This design comes from an exercise in tuning for small area, a short achievable clock period and few clock cycles per item on the open sky130 flow, not from production work. Only simulation tests tie the RTL to the original design; equivalence was not proved.

[flow/design.v]
`default_nettype none
package macc_pkg;
  typedef logic signed [16-1:0] data_t;  
  typedef logic signed [(2*16 + 4)-1:0] acc_t;  
  typedef logic [4-1:0] len_t;  
  typedef logic [4-1:0] filt_t;  
endpackage
`default_nettype wire
`timescale 1ns/1ps
`default_nettype none
module psum_sequencer (
  input logic clk,
  input logic rst_n,
  input logic mac_begin,
  input logic acc_begin,
  input macc_pkg::len_t conv_len,
  input macc_pkg::filt_t filter_num,
  output logic issue_first,  
  output logic issue_last,  
  output logic issue_end,  
  output logic run_acc,  
  output logic mul_enable,
  output logic acc_enable,
  output macc_pkg::len_t cnt_a,
  output macc_pkg::filt_t cnt_b
);
  logic acc_run;  
  logic idle;
  logic start_mul;
  logic start_acc;
  logic a_last;  
  logic b_last;  
  macc_pkg::len_t a_inc;
  macc_pkg::filt_t b_inc;
  assign idle = ~mul_enable & ~acc_run;
  assign start_mul = idle & mac_begin & ~acc_begin;
  assign start_acc = idle & acc_begin & ~mac_begin;
  assign a_inc = cnt_a + 1'b1;
  assign b_inc = cnt_b + 1'b1;
  assign a_last = (a_inc == (acc_enable ? filter_num : conv_len));
  assign b_last = (b_inc == filter_num);
  always_ff @(posedge clk or negedge rst_n) begin
    if (!rst_n) begin
      mul_enable <= 1'b0;
      acc_enable <= 1'b0;
      acc_run <= 1'b0;
    end else begin
      mul_enable <= start_mul | (mul_enable & ~(a_last & b_last));
      acc_run <= start_acc | (acc_run & ~(acc_enable & a_last));
      acc_enable <= start_acc | (acc_run & ~acc_enable);
    end
  end
  always_ff @(posedge clk) begin
    if (start_mul | start_acc) begin
      run_acc <= start_acc;
    end
    if (start_mul | start_acc | (mul_enable & a_last)) begin
      cnt_a <= '0;
    end else if (mul_enable | acc_enable) begin
      cnt_a <= a_inc;
    end
    if (start_mul) begin
      cnt_b <= '0;
    end else if (mul_enable & a_last) begin
      cnt_b <= b_inc;
    end
  end
  assign issue_first = ~mul_enable | (cnt_a == '0);
  assign issue_last = acc_enable | (mul_enable & a_last);
  assign issue_end = (acc_enable & a_last) | (mul_enable & a_last & b_last);
endmodule
`default_nettype wire
`timescale 1ns/1ps
`default_nettype none
module operand_stage (
  input logic clk,
  input logic rst_n,
  input logic acc_enable,
  input logic issue_first,
  input logic issue_last,
  input logic issue_end,
  input macc_pkg::data_t weight_in,
  input macc_pkg::data_t ifmap_in,
  input macc_pkg::data_t external_psum,
  output logic pad_acc,  
  output logic op_first,  
  output logic op_acc,  
  output logic op_last,
  output logic op_end,
  output macc_pkg::data_t op_w,
  output macc_pkg::data_t op_x
);
  logic [1:0] acc_pipe;
  logic [1:0] first_pipe;
  logic [2:0] last_pipe;
  logic [2:0] end_pipe;
  always_ff @(posedge clk or negedge rst_n) begin
    if (!rst_n) begin
      last_pipe <= '0;
      end_pipe <= '0;
    end else begin
      last_pipe <= {last_pipe[1:0], issue_last};
      end_pipe <= {end_pipe[1:0], issue_end};
    end
  end
  always_ff @(posedge clk) begin
    acc_pipe <= {acc_pipe[0], acc_enable};
    first_pipe <= {first_pipe[0], issue_first};
    op_acc <= acc_pipe[1];
    op_first <= first_pipe[1];
  end
  assign pad_acc = acc_pipe[1];
  assign op_last = last_pipe[2];
  assign op_end = end_pipe[2];
  always_ff @(posedge clk) begin
    op_w <= pad_acc ? external_psum : weight_in;
    op_x <= pad_acc ? macc_pkg::data_t'(1) : ifmap_in;
  end
endmodule
`default_nettype wire
`timescale 1ns/1ps
`default_nettype none
module macc_unit (
  input logic clk,
  input logic rst_n,
  input logic pad_acc,
  input logic op_first,
  input logic op_acc,
  input logic op_last,
  input logic op_end,
  input logic run_acc,
  input macc_pkg::data_t op_w,
  input macc_pkg::data_t op_x,
  input macc_pkg::acc_t internal_psum,
  output macc_pkg::acc_t accum_out,
  output logic psum_store,
  output logic mac_finish,
  output logic acc_finish
);
  logic [(2*16 + 4)-1:0] s_q;  
  logic [(2*16 + 4)-1:0] c_q;
  logic [(2*16 + 4)-1:0] s_fb;
  logic [(2*16 + 4)-1:0] c_fb;
  logic [(2*16 + 4)-1:0] s_d;
  logic [(2*16 + 4)-1:0] c_d;
  logic sum_last;
  logic sum_end;
  assign s_fb = (op_first & ~op_acc) ? '0 : s_q;
  assign c_fb = op_first ? '0 : c_q;
  macc_tree u_tree (
    .w (op_w),
    .x (op_x),
    .sfb (s_fb),
    .cfb (c_fb),
    .s_o (s_d),
    .c_o (c_d)
  );
  always_ff @(posedge clk) begin
    s_q <= pad_acc ? internal_psum : s_d;
    c_q <= c_d;
    accum_out <= s_q + c_q;
  end
  always_ff @(posedge clk or negedge rst_n) begin
    if (!rst_n) begin
      sum_last <= 1'b0;
      sum_end <= 1'b0;
      psum_store <= 1'b0;
      mac_finish <= 1'b0;
      acc_finish <= 1'b0;
    end else begin
      sum_last <= op_last;
      sum_end <= op_end;
      psum_store <= sum_last;
      mac_finish <= sum_end & ~run_acc;
      acc_finish <= sum_end & run_acc;
    end
  end
endmodule
module macc_tree (
  input  logic [15:0] w,
  input  logic [15:0] x,
  input  logic [35:0] sfb,
  input  logic [35:0] cfb,
  output logic [35:0] s_o,
  output logic [35:0] c_o
);
  wire one0 = x[0] ^ 1'b0;
  wire two0 = (x[1] & ~x[0] & ~1'b0) | (~x[1] & x[0] & 1'b0);
  wire neg0 = x[1];
  wire pp0_0 = ((one0 & w[0]) | (two0 & 1'b0)) ^ neg0;
  wire pp0_1 = ((one0 & w[1]) | (two0 & w[0])) ^ neg0;
  wire pp0_2 = ((one0 & w[2]) | (two0 & w[1])) ^ neg0;
  wire pp0_3 = ((one0 & w[3]) | (two0 & w[2])) ^ neg0;
  wire pp0_4 = ((one0 & w[4]) | (two0 & w[3])) ^ neg0;
  wire pp0_5 = ((one0 & w[5]) | (two0 & w[4])) ^ neg0;
  wire pp0_6 = ((one0 & w[6]) | (two0 & w[5])) ^ neg0;
  wire pp0_7 = ((one0 & w[7]) | (two0 & w[6])) ^ neg0;
  wire pp0_8 = ((one0 & w[8]) | (two0 & w[7])) ^ neg0;
  wire pp0_9 = ((one0 & w[9]) | (two0 & w[8])) ^ neg0;
  wire pp0_10 = ((one0 & w[10]) | (two0 & w[9])) ^ neg0;
  wire pp0_11 = ((one0 & w[11]) | (two0 & w[10])) ^ neg0;
  wire pp0_12 = ((one0 & w[12]) | (two0 & w[11])) ^ neg0;
  wire pp0_13 = ((one0 & w[13]) | (two0 & w[12])) ^ neg0;
  wire pp0_14 = ((one0 & w[14]) | (two0 & w[13])) ^ neg0;
  wire pp0_15 = ((one0 & w[15]) | (two0 & w[14])) ^ neg0;
  wire pp0_16 = ((one0 & w[15]) | (two0 & w[15])) ^ neg0;
  wire npp0_16 = ~pp0_16;
  wire one1 = x[2] ^ x[1];
  wire two1 = (x[3] & ~x[2] & ~x[1]) | (~x[3] & x[2] & x[1]);
  wire neg1 = x[3];
  wire pp1_0 = ((one1 & w[0]) | (two1 & 1'b0)) ^ neg1;
  wire pp1_1 = ((one1 & w[1]) | (two1 & w[0])) ^ neg1;
  wire pp1_2 = ((one1 & w[2]) | (two1 & w[1])) ^ neg1;
  wire pp1_3 = ((one1 & w[3]) | (two1 & w[2])) ^ neg1;
  wire pp1_4 = ((one1 & w[4]) | (two1 & w[3])) ^ neg1;
  wire pp1_5 = ((one1 & w[5]) | (two1 & w[4])) ^ neg1;
  wire pp1_6 = ((one1 & w[6]) | (two1 & w[5])) ^ neg1;
  wire pp1_7 = ((one1 & w[7]) | (two1 & w[6])) ^ neg1;
  wire pp1_8 = ((one1 & w[8]) | (two1 & w[7])) ^ neg1;
  wire pp1_9 = ((one1 & w[9]) | (two1 & w[8])) ^ neg1;
  wire pp1_10 = ((one1 & w[10]) | (two1 & w[9])) ^ neg1;
  wire pp1_11 = ((one1 & w[11]) | (two1 & w[10])) ^ neg1;
  wire pp1_12 = ((one1 & w[12]) | (two1 & w[11])) ^ neg1;
  wire pp1_13 = ((one1 & w[13]) | (two1 & w[12])) ^ neg1;
  wire pp1_14 = ((one1 & w[14]) | (two1 & w[13])) ^ neg1;
  wire pp1_15 = ((one1 & w[15]) | (two1 & w[14])) ^ neg1;
  wire pp1_16 = ((one1 & w[15]) | (two1 & w[15])) ^ neg1;
  wire npp1_16 = ~pp1_16;
  wire one2 = x[4] ^ x[3];
  wire two2 = (x[5] & ~x[4] & ~x[3]) | (~x[5] & x[4] & x[3]);
  wire neg2 = x[5];
  wire pp2_0 = ((one2 & w[0]) | (two2 & 1'b0)) ^ neg2;
  wire pp2_1 = ((one2 & w[1]) | (two2 & w[0])) ^ neg2;
  wire pp2_2 = ((one2 & w[2]) | (two2 & w[1])) ^ neg2;
  wire pp2_3 = ((one2 & w[3]) | (two2 & w[2])) ^ neg2;
  wire pp2_4 = ((one2 & w[4]) | (two2 & w[3])) ^ neg2;
  wire pp2_5 = ((one2 & w[5]) | (two2 & w[4])) ^ neg2;
  wire pp2_6 = ((one2 & w[6]) | (two2 & w[5])) ^ neg2;
  wire pp2_7 = ((one2 & w[7]) | (two2 & w[6])) ^ neg2;
  wire pp2_8 = ((one2 & w[8]) | (two2 & w[7])) ^ neg2;
  wire pp2_9 = ((one2 & w[9]) | (two2 & w[8])) ^ neg2;
  wire pp2_10 = ((one2 & w[10]) | (two2 & w[9])) ^ neg2;
  wire pp2_11 = ((one2 & w[11]) | (two2 & w[10])) ^ neg2;
  wire pp2_12 = ((one2 & w[12]) | (two2 & w[11])) ^ neg2;
  wire pp2_13 = ((one2 & w[13]) | (two2 & w[12])) ^ neg2;
  wire pp2_14 = ((one2 & w[14]) | (two2 & w[13])) ^ neg2;
  wire pp2_15 = ((one2 & w[15]) | (two2 & w[14])) ^ neg2;
  wire pp2_16 = ((one2 & w[15]) | (two2 & w[15])) ^ neg2;
  wire npp2_16 = ~pp2_16;
  wire one3 = x[6] ^ x[5];
  wire two3 = (x[7] & ~x[6] & ~x[5]) | (~x[7] & x[6] & x[5]);
  wire neg3 = x[7];
  wire pp3_0 = ((one3 & w[0]) | (two3 & 1'b0)) ^ neg3;
  wire pp3_1 = ((one3 & w[1]) | (two3 & w[0])) ^ neg3;
  wire pp3_2 = ((one3 & w[2]) | (two3 & w[1])) ^ neg3;
  wire pp3_3 = ((one3 & w[3]) | (two3 & w[2])) ^ neg3;
  wire pp3_4 = ((one3 & w[4]) | (two3 & w[3])) ^ neg3;
  wire pp3_5 = ((one3 & w[5]) | (two3 & w[4])) ^ neg3;
  wire pp3_6 = ((one3 & w[6]) | (two3 & w[5])) ^ neg3;
  wire pp3_7 = ((one3 & w[7]) | (two3 & w[6])) ^ neg3;
  wire pp3_8 = ((one3 & w[8]) | (two3 & w[7])) ^ neg3;
  wire pp3_9 = ((one3 & w[9]) | (two3 & w[8])) ^ neg3;
  wire pp3_10 = ((one3 & w[10]) | (two3 & w[9])) ^ neg3;
  wire pp3_11 = ((one3 & w[11]) | (two3 & w[10])) ^ neg3;
  wire pp3_12 = ((one3 & w[12]) | (two3 & w[11])) ^ neg3;
  wire pp3_13 = ((one3 & w[13]) | (two3 & w[12])) ^ neg3;
  wire pp3_14 = ((one3 & w[14]) | (two3 & w[13])) ^ neg3;
  wire pp3_15 = ((one3 & w[15]) | (two3 & w[14])) ^ neg3;
  wire pp3_16 = ((one3 & w[15]) | (two3 & w[15])) ^ neg3;
  wire npp3_16 = ~pp3_16;
  wire one4 = x[8] ^ x[7];
  wire two4 = (x[9] & ~x[8] & ~x[7]) | (~x[9] & x[8] & x[7]);
  wire neg4 = x[9];
  wire pp4_0 = ((one4 & w[0]) | (two4 & 1'b0)) ^ neg4;
  wire pp4_1 = ((one4 & w[1]) | (two4 & w[0])) ^ neg4;
  wire pp4_2 = ((one4 & w[2]) | (two4 & w[1])) ^ neg4;
  wire pp4_3 = ((one4 & w[3]) | (two4 & w[2])) ^ neg4;
  wire pp4_4 = ((one4 & w[4]) | (two4 & w[3])) ^ neg4;
  wire pp4_5 = ((one4 & w[5]) | (two4 & w[4])) ^ neg4;
  wire pp4_6 = ((one4 & w[6]) | (two4 & w[5])) ^ neg4;
  wire pp4_7 = ((one4 & w[7]) | (two4 & w[6])) ^ neg4;
  wire pp4_8 = ((one4 & w[8]) | (two4 & w[7])) ^ neg4;
  wire pp4_9 = ((one4 & w[9]) | (two4 & w[8])) ^ neg4;
  wire pp4_10 = ((one4 & w[10]) | (two4 & w[9])) ^ neg4;
  wire pp4_11 = ((one4 & w[11]) | (two4 & w[10])) ^ neg4;
  wire pp4_12 = ((one4 & w[12]) | (two4 & w[11])) ^ neg4;
  wire pp4_13 = ((one4 & w[13]) | (two4 & w[12])) ^ neg4;
  wire pp4_14 = ((one4 & w[14]) | (two4 & w[13])) ^ neg4;
  wire pp4_15 = ((one4 & w[15]) | (two4 & w[14])) ^ neg4;
  wire pp4_16 = ((one4 & w[15]) | (two4 & w[15])) ^ neg4;
  wire npp4_16 = ~pp4_16;
  wire one5 = x[10] ^ x[9];
  wire two5 = (x[11] & ~x[10] & ~x[9]) | (~x[11] & x[10] & x[9]);
  wire neg5 = x[11];
  wire pp5_0 = ((one5 & w[0]) | (two5 & 1'b0)) ^ neg5;
  wire pp5_1 = ((one5 & w[1]) | (two5 & w[0])) ^ neg5;
  wire pp5_2 = ((one5 & w[2]) | (two5 & w[1])) ^ neg5;
  wire pp5_3 = ((one5 & w[3]) | (two5 & w[2])) ^ neg5;
  wire pp5_4 = ((one5 & w[4]) | (two5 & w[3])) ^ neg5;
  wire pp5_5 = ((one5 & w[5]) | (two5 & w[4])) ^ neg5;
  wire pp5_6 = ((one5 & w[6]) | (two5 & w[5])) ^ neg5;
  wire pp5_7 = ((one5 & w[7]) | (two5 & w[6])) ^ neg5;
  wire pp5_8 = ((one5 & w[8]) | (two5 & w[7])) ^ neg5;
  wire pp5_9 = ((one5 & w[9]) | (two5 & w[8])) ^ neg5;
  wire pp5_10 = ((one5 & w[10]) | (two5 & w[9])) ^ neg5;
  wire pp5_11 = ((one5 & w[11]) | (two5 & w[10])) ^ neg5;
  wire pp5_12 = ((one5 & w[12]) | (two5 & w[11])) ^ neg5;
  wire pp5_13 = ((one5 & w[13]) | (two5 & w[12])) ^ neg5;
  wire pp5_14 = ((one5 & w[14]) | (two5 & w[13])) ^ neg5;
  wire pp5_15 = ((one5 & w[15]) | (two5 & w[14])) ^ neg5;
  wire pp5_16 = ((one5 & w[15]) | (two5 & w[15])) ^ neg5;
  wire npp5_16 = ~pp5_16;
  wire one6 = x[12] ^ x[11];
  wire two6 = (x[13] & ~x[12] & ~x[11]) | (~x[13] & x[12] & x[11]);
  wire neg6 = x[13];
  wire pp6_0 = ((one6 & w[0]) | (two6 & 1'b0)) ^ neg6;
  wire pp6_1 = ((one6 & w[1]) | (two6 & w[0])) ^ neg6;
  wire pp6_2 = ((one6 & w[2]) | (two6 & w[1])) ^ neg6;
  wire pp6_3 = ((one6 & w[3]) | (two6 & w[2])) ^ neg6;
  wire pp6_4 = ((one6 & w[4]) | (two6 & w[3])) ^ neg6;
  wire pp6_5 = ((one6 & w[5]) | (two6 & w[4])) ^ neg6;
  wire pp6_6 = ((one6 & w[6]) | (two6 & w[5])) ^ neg6;
  wire pp6_7 = ((one6 & w[7]) | (two6 & w[6])) ^ neg6;
  wire pp6_8 = ((one6 & w[8]) | (two6 & w[7])) ^ neg6;
  wire pp6_9 = ((one6 & w[9]) | (two6 & w[8])) ^ neg6;
  wire pp6_10 = ((one6 & w[10]) | (two6 & w[9])) ^ neg6;
  wire pp6_11 = ((one6 & w[11]) | (two6 & w[10])) ^ neg6;
  wire pp6_12 = ((one6 & w[12]) | (two6 & w[11])) ^ neg6;
  wire pp6_13 = ((one6 & w[13]) | (two6 & w[12])) ^ neg6;
  wire pp6_14 = ((one6 & w[14]) | (two6 & w[13])) ^ neg6;
  wire pp6_15 = ((one6 & w[15]) | (two6 & w[14])) ^ neg6;
  wire pp6_16 = ((one6 & w[15]) | (two6 & w[15])) ^ neg6;
  wire npp6_16 = ~pp6_16;
  wire one7 = x[14] ^ x[13];
  wire two7 = (x[15] & ~x[14] & ~x[13]) | (~x[15] & x[14] & x[13]);
  wire neg7 = x[15];
  wire pp7_0 = ((one7 & w[0]) | (two7 & 1'b0)) ^ neg7;
  wire pp7_1 = ((one7 & w[1]) | (two7 & w[0])) ^ neg7;
  wire pp7_2 = ((one7 & w[2]) | (two7 & w[1])) ^ neg7;
  wire pp7_3 = ((one7 & w[3]) | (two7 & w[2])) ^ neg7;
  wire pp7_4 = ((one7 & w[4]) | (two7 & w[3])) ^ neg7;
  wire pp7_5 = ((one7 & w[5]) | (two7 & w[4])) ^ neg7;
  wire pp7_6 = ((one7 & w[6]) | (two7 & w[5])) ^ neg7;
  wire pp7_7 = ((one7 & w[7]) | (two7 & w[6])) ^ neg7;
  wire pp7_8 = ((one7 & w[8]) | (two7 & w[7])) ^ neg7;
  wire pp7_9 = ((one7 & w[9]) | (two7 & w[8])) ^ neg7;
  wire pp7_10 = ((one7 & w[10]) | (two7 & w[9])) ^ neg7;
  wire pp7_11 = ((one7 & w[11]) | (two7 & w[10])) ^ neg7;
  wire pp7_12 = ((one7 & w[12]) | (two7 & w[11])) ^ neg7;
  wire pp7_13 = ((one7 & w[13]) | (two7 & w[12])) ^ neg7;
  wire pp7_14 = ((one7 & w[14]) | (two7 & w[13])) ^ neg7;
  wire pp7_15 = ((one7 & w[15]) | (two7 & w[14])) ^ neg7;
  wire pp7_16 = ((one7 & w[15]) | (two7 & w[15])) ^ neg7;
  wire npp7_16 = ~pp7_16;
  wire h1, h1c;
  assign h1 = sfb[12] ^ cfb[12];
  assign h1c = sfb[12] & cfb[12];
  wire h2, h2c;
  assign h2 = sfb[13] ^ cfb[13];
  assign h2c = sfb[13] & cfb[13];
  wire s3, s3c;
  assign s3 = sfb[14] ^ cfb[14] ^ neg7;
  assign s3c = (sfb[14] & cfb[14]) | (sfb[14] & neg7) | (cfb[14] & neg7);
  wire h4, h4c;
  assign h4 = pp0_14 ^ pp1_12;
  assign h4c = pp0_14 & pp1_12;
  wire s5, s5c;
  assign s5 = sfb[15] ^ cfb[15] ^ pp0_15;
  assign s5c = (sfb[15] & cfb[15]) | (sfb[15] & pp0_15) | (cfb[15] & pp0_15);
  wire h6, h6c;
  assign h6 = pp1_13 ^ pp2_11;
  assign h6c = pp1_13 & pp2_11;
  wire s7, s7c;
  assign s7 = 1'b1 ^ sfb[16] ^ cfb[16];
  assign s7c = (1'b1 & sfb[16]) | (1'b1 & cfb[16]) | (sfb[16] & cfb[16]);
  wire s8, s8c;
  assign s8 = npp0_16 ^ pp1_14 ^ pp2_12;
  assign s8c = (npp0_16 & pp1_14) | (npp0_16 & pp2_12) | (pp1_14 & pp2_12);
  wire s9, s9c;
  assign s9 = 1'b1 ^ sfb[17] ^ cfb[17];
  assign s9c = (1'b1 & sfb[17]) | (1'b1 & cfb[17]) | (sfb[17] & cfb[17]);
  wire h10, h10c;
  assign h10 = pp1_15 ^ pp2_13;
  assign h10c = pp1_15 & pp2_13;
  wire s11, s11c;
  assign s11 = sfb[18] ^ cfb[18] ^ npp1_16;
  assign s11c = (sfb[18] & cfb[18]) | (sfb[18] & npp1_16) | (cfb[18] & npp1_16);
  wire h12, h12c;
  assign h12 = 1'b1 ^ sfb[19];
  assign h12c = 1'b1 & sfb[19];
  wire h13, h13c;
  assign h13 = sfb[6] ^ cfb[6];
  assign h13c = sfb[6] & cfb[6];
  wire h14, h14c;
  assign h14 = sfb[7] ^ cfb[7];
  assign h14c = sfb[7] & cfb[7];
  wire s15, s15c;
  assign s15 = sfb[8] ^ cfb[8] ^ neg4;
  assign s15c = (sfb[8] & cfb[8]) | (sfb[8] & neg4) | (cfb[8] & neg4);
  wire h16, h16c;
  assign h16 = pp0_8 ^ pp1_6;
  assign h16c = pp0_8 & pp1_6;
  wire s17, s17c;
  assign s17 = sfb[9] ^ cfb[9] ^ pp0_9;
  assign s17c = (sfb[9] & cfb[9]) | (sfb[9] & pp0_9) | (cfb[9] & pp0_9);
  wire h18, h18c;
  assign h18 = pp1_7 ^ pp2_5;
  assign h18c = pp1_7 & pp2_5;
  wire s19, s19c;
  assign s19 = sfb[10] ^ cfb[10] ^ neg5;
  assign s19c = (sfb[10] & cfb[10]) | (sfb[10] & neg5) | (cfb[10] & neg5);
  wire s20, s20c;
  assign s20 = pp0_10 ^ pp1_8 ^ pp2_6;
  assign s20c = (pp0_10 & pp1_8) | (pp0_10 & pp2_6) | (pp1_8 & pp2_6);
  wire h21, h21c;
  assign h21 = pp3_4 ^ pp4_2;
  assign h21c = pp3_4 & pp4_2;
  wire s22, s22c;
  assign s22 = sfb[11] ^ cfb[11] ^ pp0_11;
  assign s22c = (sfb[11] & cfb[11]) | (sfb[11] & pp0_11) | (cfb[11] & pp0_11);
  wire s23, s23c;
  assign s23 = pp1_9 ^ pp2_7 ^ pp3_5;
  assign s23c = (pp1_9 & pp2_7) | (pp1_9 & pp3_5) | (pp2_7 & pp3_5);
  wire h24, h24c;
  assign h24 = pp4_3 ^ pp5_1;
  assign h24c = pp4_3 & pp5_1;
  wire s25, s25c;
  assign s25 = h1 ^ neg6 ^ pp0_12;
  assign s25c = (h1 & neg6) | (h1 & pp0_12) | (neg6 & pp0_12);
  wire s26, s26c;
  assign s26 = pp1_10 ^ pp2_8 ^ pp3_6;
  assign s26c = (pp1_10 & pp2_8) | (pp1_10 & pp3_6) | (pp2_8 & pp3_6);
  wire s27, s27c;
  assign s27 = pp4_4 ^ pp5_2 ^ pp6_0;
  assign s27c = (pp4_4 & pp5_2) | (pp4_4 & pp6_0) | (pp5_2 & pp6_0);
  wire s28, s28c;
  assign s28 = h1c ^ h2 ^ pp0_13;
  assign s28c = (h1c & h2) | (h1c & pp0_13) | (h2 & pp0_13);
  wire s29, s29c;
  assign s29 = pp1_11 ^ pp2_9 ^ pp3_7;
  assign s29c = (pp1_11 & pp2_9) | (pp1_11 & pp3_7) | (pp2_9 & pp3_7);
  wire s30, s30c;
  assign s30 = pp4_5 ^ pp5_3 ^ pp6_1;
  assign s30c = (pp4_5 & pp5_3) | (pp4_5 & pp6_1) | (pp5_3 & pp6_1);
  wire s31, s31c;
  assign s31 = h2c ^ pp2_10 ^ pp3_8;
  assign s31c = (h2c & pp2_10) | (h2c & pp3_8) | (pp2_10 & pp3_8);
  wire s32, s32c;
  assign s32 = pp4_6 ^ pp5_4 ^ pp6_2;
  assign s32c = (pp4_6 & pp5_4) | (pp4_6 & pp6_2) | (pp5_4 & pp6_2);
  wire s33, s33c;
  assign s33 = pp7_0 ^ s3 ^ h4;
  assign s33c = (pp7_0 & s3) | (pp7_0 & h4) | (s3 & h4);
  wire s34, s34c;
  assign s34 = pp3_9 ^ pp4_7 ^ pp5_5;
  assign s34c = (pp3_9 & pp4_7) | (pp3_9 & pp5_5) | (pp4_7 & pp5_5);
  wire s35, s35c;
  assign s35 = pp6_3 ^ pp7_1 ^ s3c;
  assign s35c = (pp6_3 & pp7_1) | (pp6_3 & s3c) | (pp7_1 & s3c);
  wire s36, s36c;
  assign s36 = h4c ^ h6 ^ s5;
  assign s36c = (h4c & h6) | (h4c & s5) | (h6 & s5);
  wire s37, s37c;
  assign s37 = s7 ^ pp3_10 ^ pp4_8;
  assign s37c = (s7 & pp3_10) | (s7 & pp4_8) | (pp3_10 & pp4_8);
  wire s38, s38c;
  assign s38 = pp5_6 ^ pp6_4 ^ pp7_2;
  assign s38c = (pp5_6 & pp6_4) | (pp5_6 & pp7_2) | (pp6_4 & pp7_2);
  wire s39, s39c;
  assign s39 = h6c ^ s5c ^ s8;
  assign s39c = (h6c & s5c) | (h6c & s8) | (s5c & s8);
  wire s40, s40c;
  assign s40 = s7c ^ s9 ^ pp3_11;
  assign s40c = (s7c & s9) | (s7c & pp3_11) | (s9 & pp3_11);
  wire s41, s41c;
  assign s41 = pp4_9 ^ pp5_7 ^ pp6_5;
  assign s41c = (pp4_9 & pp5_7) | (pp4_9 & pp6_5) | (pp5_7 & pp6_5);
  wire s42, s42c;
  assign s42 = pp7_3 ^ h10 ^ s8c;
  assign s42c = (pp7_3 & h10) | (pp7_3 & s8c) | (h10 & s8c);
  wire s43, s43c;
  assign s43 = s9c ^ pp2_14 ^ pp3_12;
  assign s43c = (s9c & pp2_14) | (s9c & pp3_12) | (pp2_14 & pp3_12);
  wire s44, s44c;
  assign s44 = pp4_10 ^ pp5_8 ^ pp6_6;
  assign s44c = (pp4_10 & pp5_8) | (pp4_10 & pp6_6) | (pp5_8 & pp6_6);
  wire s45, s45c;
  assign s45 = pp7_4 ^ h10c ^ s11;
  assign s45c = (pp7_4 & h10c) | (pp7_4 & s11) | (h10c & s11);
  wire s46, s46c;
  assign s46 = cfb[19] ^ h12 ^ pp2_15;
  assign s46c = (cfb[19] & h12) | (cfb[19] & pp2_15) | (h12 & pp2_15);
  wire s47, s47c;
  assign s47 = pp3_13 ^ pp4_11 ^ pp5_9;
  assign s47c = (pp3_13 & pp4_11) | (pp3_13 & pp5_9) | (pp4_11 & pp5_9);
  wire s48, s48c;
  assign s48 = pp6_7 ^ pp7_5 ^ s11c;
  assign s48c = (pp6_7 & pp7_5) | (pp6_7 & s11c) | (pp7_5 & s11c);
  wire s49, s49c;
  assign s49 = sfb[20] ^ cfb[20] ^ h12c;
  assign s49c = (sfb[20] & cfb[20]) | (sfb[20] & h12c) | (cfb[20] & h12c);
  wire s50, s50c;
  assign s50 = npp2_16 ^ pp3_14 ^ pp4_12;
  assign s50c = (npp2_16 & pp3_14) | (npp2_16 & pp4_12) | (pp3_14 & pp4_12);
  wire s51, s51c;
  assign s51 = pp5_10 ^ pp6_8 ^ pp7_6;
  assign s51c = (pp5_10 & pp6_8) | (pp5_10 & pp7_6) | (pp6_8 & pp7_6);
  wire s52, s52c;
  assign s52 = 1'b1 ^ sfb[21] ^ cfb[21];
  assign s52c = (1'b1 & sfb[21]) | (1'b1 & cfb[21]) | (sfb[21] & cfb[21]);
  wire s53, s53c;
  assign s53 = pp3_15 ^ pp4_13 ^ pp5_11;
  assign s53c = (pp3_15 & pp4_13) | (pp3_15 & pp5_11) | (pp4_13 & pp5_11);
  wire h54, h54c;
  assign h54 = pp6_9 ^ pp7_7;
  assign h54c = pp6_9 & pp7_7;
  wire s55, s55c;
  assign s55 = sfb[22] ^ cfb[22] ^ npp3_16;
  assign s55c = (sfb[22] & cfb[22]) | (sfb[22] & npp3_16) | (cfb[22] & npp3_16);
  wire s56, s56c;
  assign s56 = pp4_14 ^ pp5_12 ^ pp6_10;
  assign s56c = (pp4_14 & pp5_12) | (pp4_14 & pp6_10) | (pp5_12 & pp6_10);
  wire s57, s57c;
  assign s57 = 1'b1 ^ sfb[23] ^ cfb[23];
  assign s57c = (1'b1 & sfb[23]) | (1'b1 & cfb[23]) | (sfb[23] & cfb[23]);
  wire h58, h58c;
  assign h58 = pp4_15 ^ pp5_13;
  assign h58c = pp4_15 & pp5_13;
  wire s59, s59c;
  assign s59 = sfb[24] ^ cfb[24] ^ npp4_16;
  assign s59c = (sfb[24] & cfb[24]) | (sfb[24] & npp4_16) | (cfb[24] & npp4_16);
  wire h60, h60c;
  assign h60 = 1'b1 ^ sfb[25];
  assign h60c = 1'b1 & sfb[25];
  wire h61, h61c;
  assign h61 = sfb[2] ^ cfb[2];
  assign h61c = sfb[2] & cfb[2];
  wire h62, h62c;
  assign h62 = sfb[3] ^ cfb[3];
  assign h62c = sfb[3] & cfb[3];
  wire s63, s63c;
  assign s63 = sfb[4] ^ cfb[4] ^ neg2;
  assign s63c = (sfb[4] & cfb[4]) | (sfb[4] & neg2) | (cfb[4] & neg2);
  wire h64, h64c;
  assign h64 = pp0_4 ^ pp1_2;
  assign h64c = pp0_4 & pp1_2;
  wire s65, s65c;
  assign s65 = sfb[5] ^ cfb[5] ^ pp0_5;
  assign s65c = (sfb[5] & cfb[5]) | (sfb[5] & pp0_5) | (cfb[5] & pp0_5);
  wire h66, h66c;
  assign h66 = pp1_3 ^ pp2_1;
  assign h66c = pp1_3 & pp2_1;
  wire s67, s67c;
  assign s67 = h13 ^ neg3 ^ pp0_6;
  assign s67c = (h13 & neg3) | (h13 & pp0_6) | (neg3 & pp0_6);
  wire s68, s68c;
  assign s68 = pp1_4 ^ pp2_2 ^ pp3_0;
  assign s68c = (pp1_4 & pp2_2) | (pp1_4 & pp3_0) | (pp2_2 & pp3_0);
  wire s69, s69c;
  assign s69 = h13c ^ h14 ^ pp0_7;
  assign s69c = (h13c & h14) | (h13c & pp0_7) | (h14 & pp0_7);
  wire s70, s70c;
  assign s70 = pp1_5 ^ pp2_3 ^ pp3_1;
  assign s70c = (pp1_5 & pp2_3) | (pp1_5 & pp3_1) | (pp2_3 & pp3_1);
  wire s71, s71c;
  assign s71 = h14c ^ pp2_4 ^ pp3_2;
  assign s71c = (h14c & pp2_4) | (h14c & pp3_2) | (pp2_4 & pp3_2);
  wire s72, s72c;
  assign s72 = pp4_0 ^ s15 ^ h16;
  assign s72c = (pp4_0 & s15) | (pp4_0 & h16) | (s15 & h16);
  wire s73, s73c;
  assign s73 = pp3_3 ^ pp4_1 ^ s15c;
  assign s73c = (pp3_3 & pp4_1) | (pp3_3 & s15c) | (pp4_1 & s15c);
  wire s74, s74c;
  assign s74 = h16c ^ h18 ^ s17;
  assign s74c = (h16c & h18) | (h16c & s17) | (h18 & s17);
  wire s75, s75c;
  assign s75 = pp5_0 ^ s19 ^ h18c;
  assign s75c = (pp5_0 & s19) | (pp5_0 & h18c) | (s19 & h18c);
  wire s76, s76c;
  assign s76 = h21 ^ s17c ^ s20;
  assign s76c = (h21 & s17c) | (h21 & s20) | (s17c & s20);
  wire s77, s77c;
  assign s77 = s19c ^ h21c ^ h24;
  assign s77c = (s19c & h21c) | (s19c & h24) | (h21c & h24);
  wire s78, s78c;
  assign s78 = s20c ^ s22 ^ s23;
  assign s78c = (s20c & s22) | (s20c & s23) | (s22 & s23);
  wire s79, s79c;
  assign s79 = h24c ^ s22c ^ s23c;
  assign s79c = (h24c & s22c) | (h24c & s23c) | (s22c & s23c);
  wire s80, s80c;
  assign s80 = s25 ^ s26 ^ s27;
  assign s80c = (s25 & s26) | (s25 & s27) | (s26 & s27);
  wire s81, s81c;
  assign s81 = s25c ^ s26c ^ s27c;
  assign s81c = (s25c & s26c) | (s25c & s27c) | (s26c & s27c);
  wire s82, s82c;
  assign s82 = s28 ^ s29 ^ s30;
  assign s82c = (s28 & s29) | (s28 & s30) | (s29 & s30);
  wire s83, s83c;
  assign s83 = s28c ^ s29c ^ s30c;
  assign s83c = (s28c & s29c) | (s28c & s30c) | (s29c & s30c);
  wire s84, s84c;
  assign s84 = s31 ^ s32 ^ s33;
  assign s84c = (s31 & s32) | (s31 & s33) | (s32 & s33);
  wire s85, s85c;
  assign s85 = s31c ^ s32c ^ s34;
  assign s85c = (s31c & s32c) | (s31c & s34) | (s32c & s34);
  wire s86, s86c;
  assign s86 = s35 ^ s33c ^ s36;
  assign s86c = (s35 & s33c) | (s35 & s36) | (s33c & s36);
  wire s87, s87c;
  assign s87 = s34c ^ s37 ^ s38;
  assign s87c = (s34c & s37) | (s34c & s38) | (s37 & s38);
  wire s88, s88c;
  assign s88 = s35c ^ s36c ^ s39;
  assign s88c = (s35c & s36c) | (s35c & s39) | (s36c & s39);
  wire s89, s89c;
  assign s89 = s37c ^ s38c ^ s40;
  assign s89c = (s37c & s38c) | (s37c & s40) | (s38c & s40);
  wire s90, s90c;
  assign s90 = s41 ^ s39c ^ s42;
  assign s90c = (s41 & s39c) | (s41 & s42) | (s39c & s42);
  wire s91, s91c;
  assign s91 = s40c ^ s41c ^ s43;
  assign s91c = (s40c & s41c) | (s40c & s43) | (s41c & s43);
  wire s92, s92c;
  assign s92 = s44 ^ s42c ^ s45;
  assign s92c = (s44 & s42c) | (s44 & s45) | (s42c & s45);
  wire s93, s93c;
  assign s93 = s43c ^ s44c ^ s46;
  assign s93c = (s43c & s44c) | (s43c & s46) | (s44c & s46);
  wire s94, s94c;
  assign s94 = s47 ^ s45c ^ s48;
  assign s94c = (s47 & s45c) | (s47 & s48) | (s45c & s48);
  wire s95, s95c;
  assign s95 = s49 ^ s46c ^ s47c;
  assign s95c = (s49 & s46c) | (s49 & s47c) | (s46c & s47c);
  wire s96, s96c;
  assign s96 = s50 ^ s51 ^ s48c;
  assign s96c = (s50 & s51) | (s50 & s48c) | (s51 & s48c);
  wire s97, s97c;
  assign s97 = s52 ^ s49c ^ h54;
  assign s97c = (s52 & s49c) | (s52 & h54) | (s49c & h54);
  wire s98, s98c;
  assign s98 = s50c ^ s51c ^ s53;
  assign s98c = (s50c & s51c) | (s50c & s53) | (s51c & s53);
  wire s99, s99c;
  assign s99 = s52c ^ pp7_8 ^ h54c;
  assign s99c = (s52c & pp7_8) | (s52c & h54c) | (pp7_8 & h54c);
  wire s100, s100c;
  assign s100 = s53c ^ s55 ^ s56;
  assign s100c = (s53c & s55) | (s53c & s56) | (s55 & s56);
  wire s101, s101c;
  assign s101 = s57 ^ pp6_11 ^ pp7_9;
  assign s101c = (s57 & pp6_11) | (s57 & pp7_9) | (pp6_11 & pp7_9);
  wire s102, s102c;
  assign s102 = h58 ^ s55c ^ s56c;
  assign s102c = (h58 & s55c) | (h58 & s56c) | (s55c & s56c);
  wire s103, s103c;
  assign s103 = s57c ^ pp5_14 ^ pp6_12;
  assign s103c = (s57c & pp5_14) | (s57c & pp6_12) | (pp5_14 & pp6_12);
  wire s104, s104c;
  assign s104 = pp7_10 ^ h58c ^ s59;
  assign s104c = (pp7_10 & h58c) | (pp7_10 & s59) | (h58c & s59);
  wire s105, s105c;
  assign s105 = cfb[25] ^ h60 ^ pp5_15;
  assign s105c = (cfb[25] & h60) | (cfb[25] & pp5_15) | (h60 & pp5_15);
  wire s106, s106c;
  assign s106 = pp6_13 ^ pp7_11 ^ s59c;
  assign s106c = (pp6_13 & pp7_11) | (pp6_13 & s59c) | (pp7_11 & s59c);
  wire s107, s107c;
  assign s107 = sfb[26] ^ cfb[26] ^ h60c;
  assign s107c = (sfb[26] & cfb[26]) | (sfb[26] & h60c) | (cfb[26] & h60c);
  wire s108, s108c;
  assign s108 = npp5_16 ^ pp6_14 ^ pp7_12;
  assign s108c = (npp5_16 & pp6_14) | (npp5_16 & pp7_12) | (pp6_14 & pp7_12);
  wire s109, s109c;
  assign s109 = 1'b1 ^ sfb[27] ^ cfb[27];
  assign s109c = (1'b1 & sfb[27]) | (1'b1 & cfb[27]) | (sfb[27] & cfb[27]);
  wire h110, h110c;
  assign h110 = pp6_15 ^ pp7_13;
  assign h110c = pp6_15 & pp7_13;
  wire s111, s111c;
  assign s111 = sfb[28] ^ cfb[28] ^ npp6_16;
  assign s111c = (sfb[28] & cfb[28]) | (sfb[28] & npp6_16) | (cfb[28] & npp6_16);
  wire h112, h112c;
  assign h112 = 1'b1 ^ sfb[29];
  assign h112c = 1'b1 & sfb[29];
  wire h113, h113c;
  assign h113 = sfb[0] ^ cfb[0];
  assign h113c = sfb[0] & cfb[0];
  wire h114, h114c;
  assign h114 = sfb[1] ^ cfb[1];
  assign h114c = sfb[1] & cfb[1];
  wire s115, s115c;
  assign s115 = h61 ^ neg1 ^ pp0_2;
  assign s115c = (h61 & neg1) | (h61 & pp0_2) | (neg1 & pp0_2);
  wire s116, s116c;
  assign s116 = h61c ^ h62 ^ pp0_3;
  assign s116c = (h61c & h62) | (h61c & pp0_3) | (h62 & pp0_3);
  wire s117, s117c;
  assign s117 = h62c ^ pp2_0 ^ s63;
  assign s117c = (h62c & pp2_0) | (h62c & s63) | (pp2_0 & s63);
  wire s118, s118c;
  assign s118 = s63c ^ h64c ^ h66;
  assign s118c = (s63c & h64c) | (s63c & h66) | (h64c & h66);
  wire s119, s119c;
  assign s119 = h66c ^ s65c ^ s67;
  assign s119c = (h66c & s65c) | (h66c & s67) | (s65c & s67);
  wire s120, s120c;
  assign s120 = s67c ^ s68c ^ s69;
  assign s120c = (s67c & s68c) | (s67c & s69) | (s68c & s69);
  wire s121, s121c;
  assign s121 = s69c ^ s70c ^ s71;
  assign s121c = (s69c & s70c) | (s69c & s71) | (s70c & s71);
  wire s122, s122c;
  assign s122 = s71c ^ s73 ^ s72c;
  assign s122c = (s71c & s73) | (s71c & s72c) | (s73 & s72c);
  wire s123, s123c;
  assign s123 = s73c ^ s75 ^ s74c;
  assign s123c = (s73c & s75) | (s73c & s74c) | (s75 & s74c);
  wire s124, s124c;
  assign s124 = s75c ^ s77 ^ s76c;
  assign s124c = (s75c & s77) | (s75c & s76c) | (s77 & s76c);
  wire s125, s125c;
  assign s125 = s77c ^ s78c ^ s79;
  assign s125c = (s77c & s78c) | (s77c & s79) | (s78c & s79);
  wire s126, s126c;
  assign s126 = s79c ^ s80c ^ s81;
  assign s126c = (s79c & s80c) | (s79c & s81) | (s80c & s81);
  wire s127, s127c;
  assign s127 = s81c ^ s82c ^ s83;
  assign s127c = (s81c & s82c) | (s81c & s83) | (s82c & s83);
  wire s128, s128c;
  assign s128 = s83c ^ s85 ^ s84c;
  assign s128c = (s83c & s85) | (s83c & s84c) | (s85 & s84c);
  wire s129, s129c;
  assign s129 = s85c ^ s87 ^ s86c;
  assign s129c = (s85c & s87) | (s85c & s86c) | (s87 & s86c);
  wire s130, s130c;
  assign s130 = s87c ^ s89 ^ s88c;
  assign s130c = (s87c & s89) | (s87c & s88c) | (s89 & s88c);
  wire s131, s131c;
  assign s131 = s89c ^ s91 ^ s90c;
  assign s131c = (s89c & s91) | (s89c & s90c) | (s91 & s90c);
  wire s132, s132c;
  assign s132 = s91c ^ s93 ^ s92c;
  assign s132c = (s91c & s93) | (s91c & s92c) | (s93 & s92c);
  wire s133, s133c;
  assign s133 = s93c ^ s95 ^ s94c;
  assign s133c = (s93c & s95) | (s93c & s94c) | (s95 & s94c);
  wire s134, s134c;
  assign s134 = s97 ^ s95c ^ s98;
  assign s134c = (s97 & s95c) | (s97 & s98) | (s95c & s98);
  wire s135, s135c;
  assign s135 = s97c ^ s99 ^ s98c;
  assign s135c = (s97c & s99) | (s97c & s98c) | (s99 & s98c);
  wire s136, s136c;
  assign s136 = s101 ^ s99c ^ s100c;
  assign s136c = (s101 & s99c) | (s101 & s100c) | (s99c & s100c);
  wire s137, s137c;
  assign s137 = s101c ^ s103 ^ s102c;
  assign s137c = (s101c & s103) | (s101c & s102c) | (s103 & s102c);
  wire s138, s138c;
  assign s138 = s103c ^ s105 ^ s104c;
  assign s138c = (s103c & s105) | (s103c & s104c) | (s105 & s104c);
  wire s139, s139c;
  assign s139 = s107 ^ s105c ^ s108;
  assign s139c = (s107 & s105c) | (s107 & s108) | (s105c & s108);
  wire s140, s140c;
  assign s140 = s109 ^ s107c ^ h110;
  assign s140c = (s109 & s107c) | (s109 & h110) | (s107c & h110);
  wire s141, s141c;
  assign s141 = s109c ^ pp7_14 ^ h110c;
  assign s141c = (s109c & pp7_14) | (s109c & h110c) | (pp7_14 & h110c);
  wire s142, s142c;
  assign s142 = cfb[29] ^ h112 ^ pp7_15;
  assign s142c = (cfb[29] & h112) | (cfb[29] & pp7_15) | (h112 & pp7_15);
  wire s143, s143c;
  assign s143 = sfb[30] ^ cfb[30] ^ h112c;
  assign s143c = (sfb[30] & cfb[30]) | (sfb[30] & h112c) | (cfb[30] & h112c);
  wire h144, h144c;
  assign h144 = 1'b1 ^ sfb[31];
  assign h144c = 1'b1 & sfb[31];
  wire h145, h145c;
  assign h145 = 1'b1 ^ sfb[32];
  assign h145c = 1'b1 & sfb[32];
  wire h146, h146c;
  assign h146 = 1'b1 ^ sfb[33];
  assign h146c = 1'b1 & sfb[33];
  wire h147, h147c;
  assign h147 = 1'b1 ^ sfb[34];
  assign h147c = 1'b1 & sfb[34];
  wire h148, h148c;
  assign h148 = 1'b1 ^ sfb[35];
  assign h148c = 1'b1 & sfb[35];
  wire h149, h149c;
  assign h149 = h113 ^ neg0;
  assign h149c = h113 & neg0;
  wire s150, s150c;
  assign s150 = h113c ^ h114 ^ pp0_1;
  assign s150c = (h113c & h114) | (h113c & pp0_1) | (h114 & pp0_1);
  wire s151, s151c;
  assign s151 = h114c ^ pp1_0 ^ s115;
  assign s151c = (h114c & pp1_0) | (h114c & s115) | (pp1_0 & s115);
  wire s152, s152c;
  assign s152 = pp1_1 ^ s115c ^ s116;
  assign s152c = (pp1_1 & s115c) | (pp1_1 & s116) | (s115c & s116);
  wire s153, s153c;
  assign s153 = h64 ^ s116c ^ s117;
  assign s153c = (h64 & s116c) | (h64 & s117) | (s116c & s117);
  wire s154, s154c;
  assign s154 = s65 ^ s117c ^ s118;
  assign s154c = (s65 & s117c) | (s65 & s118) | (s117c & s118);
  wire s155, s155c;
  assign s155 = s68 ^ s118c ^ s119;
  assign s155c = (s68 & s118c) | (s68 & s119) | (s118c & s119);
  wire s156, s156c;
  assign s156 = s70 ^ s119c ^ s120;
  assign s156c = (s70 & s119c) | (s70 & s120) | (s119c & s120);
  wire s157, s157c;
  assign s157 = s72 ^ s120c ^ s121;
  assign s157c = (s72 & s120c) | (s72 & s121) | (s120c & s121);
  wire s158, s158c;
  assign s158 = s121c ^ s74 ^ s122;
  assign s158c = (s121c & s74) | (s121c & s122) | (s74 & s122);
  wire s159, s159c;
  assign s159 = s76 ^ s122c ^ s123;
  assign s159c = (s76 & s122c) | (s76 & s123) | (s122c & s123);
  wire s160, s160c;
  assign s160 = s78 ^ s123c ^ s124;
  assign s160c = (s78 & s123c) | (s78 & s124) | (s123c & s124);
  wire s161, s161c;
  assign s161 = s80 ^ s124c ^ s125;
  assign s161c = (s80 & s124c) | (s80 & s125) | (s124c & s125);
  wire s162, s162c;
  assign s162 = s82 ^ s125c ^ s126;
  assign s162c = (s82 & s125c) | (s82 & s126) | (s125c & s126);
  wire s163, s163c;
  assign s163 = s84 ^ s126c ^ s127;
  assign s163c = (s84 & s126c) | (s84 & s127) | (s126c & s127);
  wire s164, s164c;
  assign s164 = s127c ^ s86 ^ s128;
  assign s164c = (s127c & s86) | (s127c & s128) | (s86 & s128);
  wire s165, s165c;
  assign s165 = s88 ^ s128c ^ s129;
  assign s165c = (s88 & s128c) | (s88 & s129) | (s128c & s129);
  wire s166, s166c;
  assign s166 = s90 ^ s129c ^ s130;
  assign s166c = (s90 & s129c) | (s90 & s130) | (s129c & s130);
  wire s167, s167c;
  assign s167 = s92 ^ s130c ^ s131;
  assign s167c = (s92 & s130c) | (s92 & s131) | (s130c & s131);
  wire s168, s168c;
  assign s168 = s94 ^ s131c ^ s132;
  assign s168c = (s94 & s131c) | (s94 & s132) | (s131c & s132);
  wire s169, s169c;
  assign s169 = s96 ^ s132c ^ s133;
  assign s169c = (s96 & s132c) | (s96 & s133) | (s132c & s133);
  wire s170, s170c;
  assign s170 = s134 ^ s96c ^ s133c;
  assign s170c = (s134 & s96c) | (s134 & s133c) | (s96c & s133c);
  wire s171, s171c;
  assign s171 = s100 ^ s134c ^ s135;
  assign s171c = (s100 & s134c) | (s100 & s135) | (s134c & s135);
  wire s172, s172c;
  assign s172 = s102 ^ s135c ^ s136;
  assign s172c = (s102 & s135c) | (s102 & s136) | (s135c & s136);
  wire s173, s173c;
  assign s173 = s104 ^ s136c ^ s137;
  assign s173c = (s104 & s136c) | (s104 & s137) | (s136c & s137);
  wire s174, s174c;
  assign s174 = s106 ^ s137c ^ s138;
  assign s174c = (s106 & s137c) | (s106 & s138) | (s137c & s138);
  wire s175, s175c;
  assign s175 = s139 ^ s106c ^ s138c;
  assign s175c = (s139 & s106c) | (s139 & s138c) | (s106c & s138c);
  wire s176, s176c;
  assign s176 = s108c ^ s140 ^ s139c;
  assign s176c = (s108c & s140) | (s108c & s139c) | (s140 & s139c);
  wire s177, s177c;
  assign s177 = s111 ^ s140c ^ s141;
  assign s177c = (s111 & s140c) | (s111 & s141) | (s140c & s141);
  wire s178, s178c;
  assign s178 = s142 ^ s111c ^ s141c;
  assign s178c = (s142 & s111c) | (s142 & s141c) | (s111c & s141c);
  wire s179, s179c;
  assign s179 = npp7_16 ^ s143 ^ s142c;
  assign s179c = (npp7_16 & s143) | (npp7_16 & s142c) | (s143 & s142c);
  wire s180, s180c;
  assign s180 = cfb[31] ^ h144 ^ s143c;
  assign s180c = (cfb[31] & h144) | (cfb[31] & s143c) | (h144 & s143c);
  wire s181, s181c;
  assign s181 = cfb[32] ^ h144c ^ h145;
  assign s181c = (cfb[32] & h144c) | (cfb[32] & h145) | (h144c & h145);
  wire s182, s182c;
  assign s182 = cfb[33] ^ h145c ^ h146;
  assign s182c = (cfb[33] & h145c) | (cfb[33] & h146) | (h145c & h146);
  wire s183, s183c;
  assign s183 = cfb[34] ^ h146c ^ h147;
  assign s183c = (cfb[34] & h146c) | (cfb[34] & h147) | (h146c & h147);
  wire s184, s184c;
  assign s184 = cfb[35] ^ h147c ^ h148;
  assign s184c = (cfb[35] & h147c) | (cfb[35] & h148) | (h147c & h148);
  assign s_o[0] = h149;
  assign c_o[0] = pp0_0;
  assign s_o[1] = h149c;
  assign c_o[1] = s150;
  assign s_o[2] = s150c;
  assign c_o[2] = s151;
  assign s_o[3] = s151c;
  assign c_o[3] = s152;
  assign s_o[4] = s152c;
  assign c_o[4] = s153;
  assign s_o[5] = s153c;
  assign c_o[5] = s154;
  assign s_o[6] = s154c;
  assign c_o[6] = s155;
  assign s_o[7] = s155c;
  assign c_o[7] = s156;
  assign s_o[8] = s156c;
  assign c_o[8] = s157;
  assign s_o[9] = s157c;
  assign c_o[9] = s158;
  assign s_o[10] = s158c;
  assign c_o[10] = s159;
  assign s_o[11] = s159c;
  assign c_o[11] = s160;
  assign s_o[12] = s160c;
  assign c_o[12] = s161;
  assign s_o[13] = s161c;
  assign c_o[13] = s162;
  assign s_o[14] = s162c;
  assign c_o[14] = s163;
  assign s_o[15] = s163c;
  assign c_o[15] = s164;
  assign s_o[16] = s164c;
  assign c_o[16] = s165;
  assign s_o[17] = s165c;
  assign c_o[17] = s166;
  assign s_o[18] = s166c;
  assign c_o[18] = s167;
  assign s_o[19] = s167c;
  assign c_o[19] = s168;
  assign s_o[20] = s168c;
  assign c_o[20] = s169;
  assign s_o[21] = s169c;
  assign c_o[21] = s170;
  assign s_o[22] = s171;
  assign c_o[22] = s170c;
  assign s_o[23] = s171c;
  assign c_o[23] = s172;
  assign s_o[24] = s172c;
  assign c_o[24] = s173;
  assign s_o[25] = s173c;
  assign c_o[25] = s174;
  assign s_o[26] = s174c;
  assign c_o[26] = s175;
  assign s_o[27] = s176;
  assign c_o[27] = s175c;
  assign s_o[28] = s177;
  assign c_o[28] = s176c;
  assign s_o[29] = s177c;
  assign c_o[29] = s178;
  assign s_o[30] = s179;
  assign c_o[30] = s178c;
  assign s_o[31] = s180;
  assign c_o[31] = s179c;
  assign s_o[32] = s181;
  assign c_o[32] = s180c;
  assign s_o[33] = s181c;
  assign c_o[33] = s182;
  assign s_o[34] = s182c;
  assign c_o[34] = s183;
  assign s_o[35] = s183c;
  assign c_o[35] = s184;
endmodule
`default_nettype wire
`timescale 1ns/1ps
`default_nettype none
module macc_control_top (
  input logic clk,
  input logic rst_n,
  input logic mac_begin,
  input logic acc_begin,
  input macc_pkg::len_t conv_len,
  input macc_pkg::filt_t filter_num,
  input macc_pkg::data_t weight_in,
  input macc_pkg::data_t ifmap_in,
  input macc_pkg::data_t external_psum,
  input macc_pkg::acc_t internal_psum,
  output logic mul_enable,
  output logic acc_enable,
  output macc_pkg::len_t cnt_a,
  output macc_pkg::filt_t cnt_b,
  output macc_pkg::acc_t accum_out,
  output logic psum_store,
  output logic mac_finish,
  output logic acc_finish
);
  logic issue_first;
  logic issue_last;
  logic issue_end;
  logic run_acc;
  logic pad_acc;
  logic op_first;
  logic op_acc;
  logic op_last;
  logic op_end;
  macc_pkg::data_t op_w;
  macc_pkg::data_t op_x;
  psum_sequencer u_seq (
    .clk (clk),
    .rst_n (rst_n),
    .mac_begin (mac_begin),
    .acc_begin (acc_begin),
    .conv_len (conv_len),
    .filter_num (filter_num),
    .issue_first (issue_first),
    .issue_last (issue_last),
    .issue_end (issue_end),
    .run_acc (run_acc),
    .mul_enable (mul_enable),
    .acc_enable (acc_enable),
    .cnt_a (cnt_a),
    .cnt_b (cnt_b)
  );
  operand_stage u_ops (
    .clk (clk),
    .rst_n (rst_n),
    .acc_enable (acc_enable),
    .issue_first (issue_first),
    .issue_last (issue_last),
    .issue_end (issue_end),
    .weight_in (weight_in),
    .ifmap_in (ifmap_in),
    .external_psum (external_psum),
    .pad_acc (pad_acc),
    .op_first (op_first),
    .op_acc (op_acc),
    .op_last (op_last),
    .op_end (op_end),
    .op_w (op_w),
    .op_x (op_x)
  );
  macc_unit u_mac (
    .clk (clk),
    .rst_n (rst_n),
    .pad_acc (pad_acc),
    .op_first (op_first),
    .op_acc (op_acc),
    .op_last (op_last),
    .op_end (op_end),
    .run_acc (run_acc),
    .op_w (op_w),
    .op_x (op_x),
    .internal_psum (internal_psum),
    .accum_out (accum_out),
    .psum_store (psum_store),
    .mac_finish (mac_finish),
    .acc_finish (acc_finish)
  );
endmodule
`default_nettype wire
[flow/run.sh]
#!/bin/bash
# synth_recipe.tcl (not shown) runs the flow's synth.tcl, then flattens the netlist and writes it again
# the make line also repeats each setting of config.mk as NAME=value (left out here)
make -C /OpenROAD-flow-scripts/flow DESIGN_CONFIG=/design/flow/config.mk WORK_HOME=/design/flow/orfs CLKGATE_MAP_FILE= SYNTH_SCRIPT=/design/flow/synth_recipe.tcl finish
[flow/config.mk]
export PLATFORM = sky130hd
export DESIGN_NAME = macc_control_top
export DESIGN_NICKNAME = macc_control_top
export VERILOG_FILES = /design/flow/design.v
export SDC_FILE = /design/flow/constraint.sdc
export NUM_CORES = 4
export LEC_CHECK = 0
export CAP_MARGIN = 20
export CORE_MARGIN = 2
export CORE_UTILIZATION = 40
export SLEW_MARGIN = 20
[flow/constraint.sdc]
create_clock -name core_clock -period 7.0 [get_ports {clk}]
set_input_delay 1.4000 -clock core_clock [delete_from_list [all_inputs] [get_ports {clk}]]
set_output_delay 1.4000 -clock core_clock [all_outputs]
set_load 0.01 [all_outputs]
==> report_table.html <==
<table>
<tr><th>Metric</th><th>Value</th></tr>
<tr><th colspan="2">Floorplan</th></tr>
<tr><td>Starting density of the core</td><td>roughly 40%</td></tr>
<tr><td>Horizontal die dimension</td><td>199.1 microns</td></tr>
<tr><td>Number of top-level pins</td><td>145</td></tr>
<tr><td>Die area</td><td>between 30,000 and 40,000 sq um</td></tr>
<tr><td>Vertical die dimension</td><td>roughly 200 microns</td></tr>
<tr><td>Area of the core</td><td>roughly 38,000 sq um</td></tr>
<tr><td>Std cell rows</td><td>71</td></tr>
<tr><th colspan="2">Clock network</th></tr>
<tr><td>Clock tree sinks</td><td>approximately 170</td></tr>
<tr><td>Setup fix buffers added after clock tree synthesis</td><td>0</td></tr>
<tr><td>Clk root buf</td><td>sky130_fd_sc_hd__clkbuf_16</td></tr>
<tr><td>Post-cts repair resize count</td><td>0</td></tr>
<tr><td>Number of H-tree branching levels</td><td>4</td></tr>
<tr><td>Source-to-sink clock delay at the later pin of the worst-skew pair</td><td>approximately 0.45 ns</td></tr>
<tr><td>Clock input transition at the sequential cells of the worst setup and hold paths</td><td>around 0.08 ns</td></tr>
<tr><td>Hold-fix buffers, CTS</td><td>0</td></tr>
<tr><td>Buffer levels on the longest clock path</td><td>2</td></tr>
<tr><td>Number of clock buffers inserted by TritonCTS</td><td>17</td></tr>
<tr><td>Clock tree from TritonCTS</td><td>done</td></tr>
<tr><th colspan="2">Timing</th></tr>
<tr><td>Final worst-path cycle share</td><td>between 60% and 70%</td></tr>
<tr><td>Worst hold margin</td><td>approximately 0.33 ns</td></tr>
<tr><td>Worst-margin pin slew</td><td>around 1.0 ns</td></tr>
<tr><td>RSZ-0062 raised after global routing</td><td>no</td></tr>
<tr><td>Number of slew-limit violations in the final report</td><td>0</td></tr>
<tr><td>Time the final worst path needs with I/O delays and setup</td><td>around 4.3 ns</td></tr>
<tr><td>Worst clock skew</td><td>approximately 0.016 ns</td></tr>
<tr><td>Endpoints failing setup</td><td>0</td></tr>
<tr><td>Headroom to the max-slew limit</td><td>between 30% and 40%</td></tr>
<tr><td>Final setup slack of the worst path</td><td>2.684 ns</td></tr>
<tr><td>Hold Fails Final Rpt</td><td>0</td></tr>
<tr><td>Setup TNS Final</td><td>0 ns</td></tr>
<tr><td>Maximum operating frequency</td><td>around 0.23 GHz</td></tr>
<tr><th colspan="2">Placement</th></tr>
<tr><td>Total placed instance area</td><td>16,960 sq um</td></tr>
<tr><td>Global placer's final weighted congestion</td><td>slightly below 0.9</td></tr>
<tr><td>Detailed Place HPWL</td><td>around 31,000 microns</td></tr>
<tr><td># placed instances</td><td>2,321</td></tr>
<tr><td>IO buf count</td><td>around 140</td></tr>
<tr><td>Worst slack after detailed placement</td><td>2.647 ns</td></tr>
<tr><th colspan="2">Routing</th></tr>
<tr><td>Total number of vias</td><td>12,716</td></tr>
<tr><td>Ratio of routed vias to standard cells</td><td>5.404</td></tr>
<tr><td>First-pass detailed-route iteration total</td><td>5</td></tr>
<tr><td>Detailed Route Iter0 Violations</td><td>915</td></tr>
<tr><td>Drt drc</td><td>0</td></tr>
<tr><td>Antenna Nets Post-Route</td><td>0</td></tr>
<tr><td>Final routed wirelength across all metal layers</td><td>~42,000 microns</td></tr>
<tr><td>Avg WL per Cell</td><td>between 15 and 20 microns</td></tr>
<tr><th colspan="2">Yosys</th></tr>
<tr><td>Syn_area_per_cell</td><td>approximately 8.5 sq um</td></tr>
<tr><td>Most used flip-flop cell after synthesis</td><td>sky130_fd_sc_hd__dfxtp_1</td></tr>
<tr><td>Synth warnings</td><td>3</td></tr>
<tr><td>Cell area after technology mapping</td><td>roughly 15,000 sq um</td></tr>
<tr><td>Post-synthesis sequential area ratio</td><td>between 20% and 30%</td></tr>
<tr><td>Synthesis-stage register bit count</td><td>approximately 170</td></tr>
<tr><td>Gate count after technology mapping</td><td>1,797</td></tr>
<tr><td>Portion of synthesized cell area occupied by the leading cell type</td><td>20.24%</td></tr>
<tr><td>Syn Nets</td><td>roughly 2,100</td></tr>
<tr><td>Library cell occupying the most area in the post-synthesis netlist</td><td>sky130_fd_sc_hd__dfxtp_1</td></tr>
<tr><td>Cell types occupying the most area after synthesis</td><td>sky130_fd_sc_hd__dfxtp_1, sky130_fd_sc_hd__fa_1, sky130_fd_sc_hd__ha_1</td></tr>
<tr><td>Async S/R FF share, synth</td><td>8.284%</td></tr>
<tr><td>Count of different cell masters after synthesis</td><td>a little over 60</td></tr>
<tr><td>Number of synthesized flops with an enable pin</td><td>1</td></tr>
<tr><th colspan="2">Critical path</th></tr>
<tr><td>Total buffers and inverters traversed by the critical path</td><td>2</td></tr>
<tr><td>Delay of the slowest critical-path stage</td><td>0.77 ns</td></tr>
<tr><td>Data arrival time at the worst-slack endpoint</td><td>between 4 and 5 ns</td></tr>
<tr><td>Most common cell type on the critical path</td><td>sky130_fd_sc_hd__fa_1</td></tr>
<tr><td>Critical path class</td><td>flip-flop to flip-flop</td></tr>
<tr><td>Beginning of the worst register-to-register path</td><td>u_ops.op_acc</td></tr>
<tr><td>Largest fanout on the critical path</td><td>19</td></tr>
<tr><td>Slowest cell on the critical path</td><td>sky130_fd_sc_hd__nand2b_1</td></tr>
<tr><td>Number of cell instances on the worst register-to-register path</td><td>10</td></tr>
<tr><td>Setup crit end kind</td><td>flip-flop</td></tr>
<tr><td>R2R setup slack</td><td>about 2.7 ns</td></tr>
<tr><td>Cells traversed along the worst timing path</td><td>nand2b_1 &gt; buf_4 &gt; nand2_1 &gt; ha_1 &gt; fa_1 &gt; fa_1 &gt; inv_1 &gt; fa_1 &gt; fa_1 &gt; mux2_2</td></tr>
<tr><td>Critical R2R Capture</td><td>u_mac.s_q[17]</td></tr>
<tr><td>Top Family by Delay on Critical Path</td><td>adder cells</td></tr>
<tr><td>Worst endpoint required time</td><td>approximately 7.4 ns</td></tr>
<tr><td>Startpoint class of the critical path</td><td>flip-flop</td></tr>
<tr><th colspan="2">GRT</th></tr>
<tr><td>GRT Util Overall</td><td>approximately 22%</td></tr>
<tr><td>Total congestion overflow</td><td>0</td></tr>
<tr><td>Antenna violations before repair</td><td>0</td></tr>
<tr><td>Vias in the first global route</td><td>about 12,000</td></tr>
<tr><td>Wire length of the first global-routing pass</td><td>between 60,000 and 70,000 microns</td></tr>
<tr><td>Pin count of the biggest net entering global routing</td><td>71</td></tr>
<tr><th colspan="2">Cells and area</th></tr>
<tr><td>Final cell count without fillers</td><td>~2,400</td></tr>
<tr><td>Fraction of final layout cells sized beyond drive strength 1</td><td>roughly 7.3%</td></tr>
<tr><td>Layout overhead on the synthesized area</td><td>15.33%</td></tr>
<tr><td>Nets</td><td>2,139</td></tr>
<tr><td>Final antenna diode count</td><td>0</td></tr>
<tr><td>Commonest non-fill, non-tap cell in the layout</td><td>sky130_fd_sc_hd__nand2_1</td></tr>
<tr><td>Most frequent cells in the layout</td><td>sky130_fd_sc_hd__nand2_1, sky130_fd_sc_hd__inv_1, sky130_fd_sc_hd__fa_1</td></tr>
<tr><td>Final design instance area without fill</td><td>about 18,000 sq um</td></tr>
<tr><td>Utilization after layout</td><td>a little under half</td></tr>
<tr><th colspan="2">Min path</th></tr>
<tr><td>Hold-critical path depth</td><td>0</td></tr>
<tr><td>Hold Path Class</td><td>flip-flop to flip-flop</td></tr>
<tr><td>Startpoint of the lowest-slack hold path</td><td>u_ops.acc_pipe[0]</td></tr>
<tr><td>Hold Path Sink</td><td>u_ops.acc_pipe[1]</td></tr>
<tr><th colspan="2">Run status</th></tr>
<tr><td>Status</td><td>timing/DRC/antenna clean</td></tr>
<tr><th colspan="2">Job</th></tr>
<tr><td>Maximum Capacitance Violations</td><td>0</td></tr>
</table>
-- cell type report --
class                           instances  area [sq um]
Clock buffer                           17         425.4
Clock inverter                         15         176.4
Fill cell                            3675         20010
Inverter                              151         566.8
Multi-Input combinational cell       1311         10580
Sequential cell                       169          3472
Tap cell                              511         639.4
Timing Repair Buffer                  179          1704
-- registers in the layout, summed over array words and instances (netlist names), 3 cells and up --
signal           cells
u_seq.cnt_a          4
u_ops.last_pipe      3
u_seq.cnt_b          4
u_mac.c_q           36
u_ops.op_x          16
u_mac.accum_out     36
u_ops.op_w          16
u_ops.end_pipe       3
u_mac.s_q           36
-- cell families (layout without fill, tap and decap cells) --
group                      count (synthesis)  count (layout)  share of synthesized area (%)
adders and majority gates                247             247                          27.15
DFF                                      169             169                          22.74
AOI/OAI and AO/OA                        457             457                          19.19
buffers and inverters                    317             362                          7.830
and+or+nand+nor                          466             466                          13.94
xor gates and xnor gates                  67              67                          3.853
muxes                                     74              74                          5.291
-- cells in the mapped netlist (4+ instances only) --
cell type,n
sky130_fd_sc_hd__o311a_1,12
sky130_fd_sc_hd__fa_1,150
sky130_fd_sc_hd__xnor2_1,40
sky130_fd_sc_hd__a22oi_1,50
sky130_fd_sc_hd__o22ai_1,47
sky130_fd_sc_hd__maj3_1,33
sky130_fd_sc_hd__ha_1,64
sky130_fd_sc_hd__dfrtp_1,14
sky130_fd_sc_hd__mux2_2,52
sky130_fd_sc_hd__o211ai_1,9
sky130_fd_sc_hd__a221oi_1,36
sky130_fd_sc_hd__clkbuf_1,138
sky130_fd_sc_hd__mux2i_1,22
sky130_fd_sc_hd__dfxtp_1,154
sky130_fd_sc_hd__nor2_1,107
sky130_fd_sc_hd__nor2b_1,61
sky130_fd_sc_hd__a211oi_1,11
sky130_fd_sc_hd__o21ai_0,85
sky130_fd_sc_hd__a21oi_1,146
sky130_fd_sc_hd__xor2_1,27
sky130_fd_sc_hd__a21o_1,13
sky130_fd_sc_hd__o221ai_1,5
sky130_fd_sc_hd__and3_1,4
sky130_fd_sc_hd__a22o_1,5
sky130_fd_sc_hd__nor3_1,6
sky130_fd_sc_hd__nand2b_1,27
sky130_fd_sc_hd__buf_1,26
sky130_fd_sc_hd__nand3_1,11
sky130_fd_sc_hd__inv_1,150
sky130_fd_sc_hd__a31oi_1,4
sky130_fd_sc_hd__o31ai_1,4
sky130_fd_sc_hd__o21a_1,7
sky130_fd_sc_hd__nand2_1,204
sky130_fd_sc_hd__and2_1,35
-- routing by layer --
metal / vias up / share of wire [%] / track usage, %
li1: 6113 / - / -
met1: 6109 / 46 / 31.61
met2: 458 / 45 / 34.24
met3: 36 / 7.3 / 4.304
met4: 0 / 1.7 / 5.998
met5: - / 0 / 0
-- how the worst max path moves through the flow --
stage | end | from | cells past startpoint
2_1_floorplan | u_mac.s_q[18] | u_ops.op_x[4] | 16
3_3_place_gp | u_mac.s_q[17] | u_ops.op_acc | 10
3_5_place_dp | u_mac.s_q[17] | u_ops.op_acc | 10
4_1_cts | u_mac.s_q[17] | u_ops.op_acc | 10
5_1_grt | u_mac.s_q[17] | u_ops.op_acc | 10
6_report | u_mac.s_q[17] | u_ops.op_acc | 10
Testbench counts, summed over its fixed seeds: cycles 24,960, items 22,427.

re-timing with driven ports:
Ports are ideal in the flow. The routed layout listed here was re-timed in OpenROAD. Step 1 assumes that a clkbuf_16 drives the clock port and a buf_2 every other input. Step 2 adds t to the input delays and takes it off the output delays; t is the mean of the earliest and latest rising clock arrival at the registers after step 1. Input paths then give back, and output paths get back, about the clock's delay inside the block. Slacks: ideal ports / drivers / drivers and shift; pairs: ideal ports / drivers.
t, ns: 0.501
setup slack, ns: 2.684 / 2.684 / 2.684
clock arrival spread, ns: 0.016 / 0.016
pins driven straight from the clock port: 1
After both steps this run still meets setup and hold. The setup slack of this run moves by 0.000 ns with the drivers and by 0.000 ns with both steps.
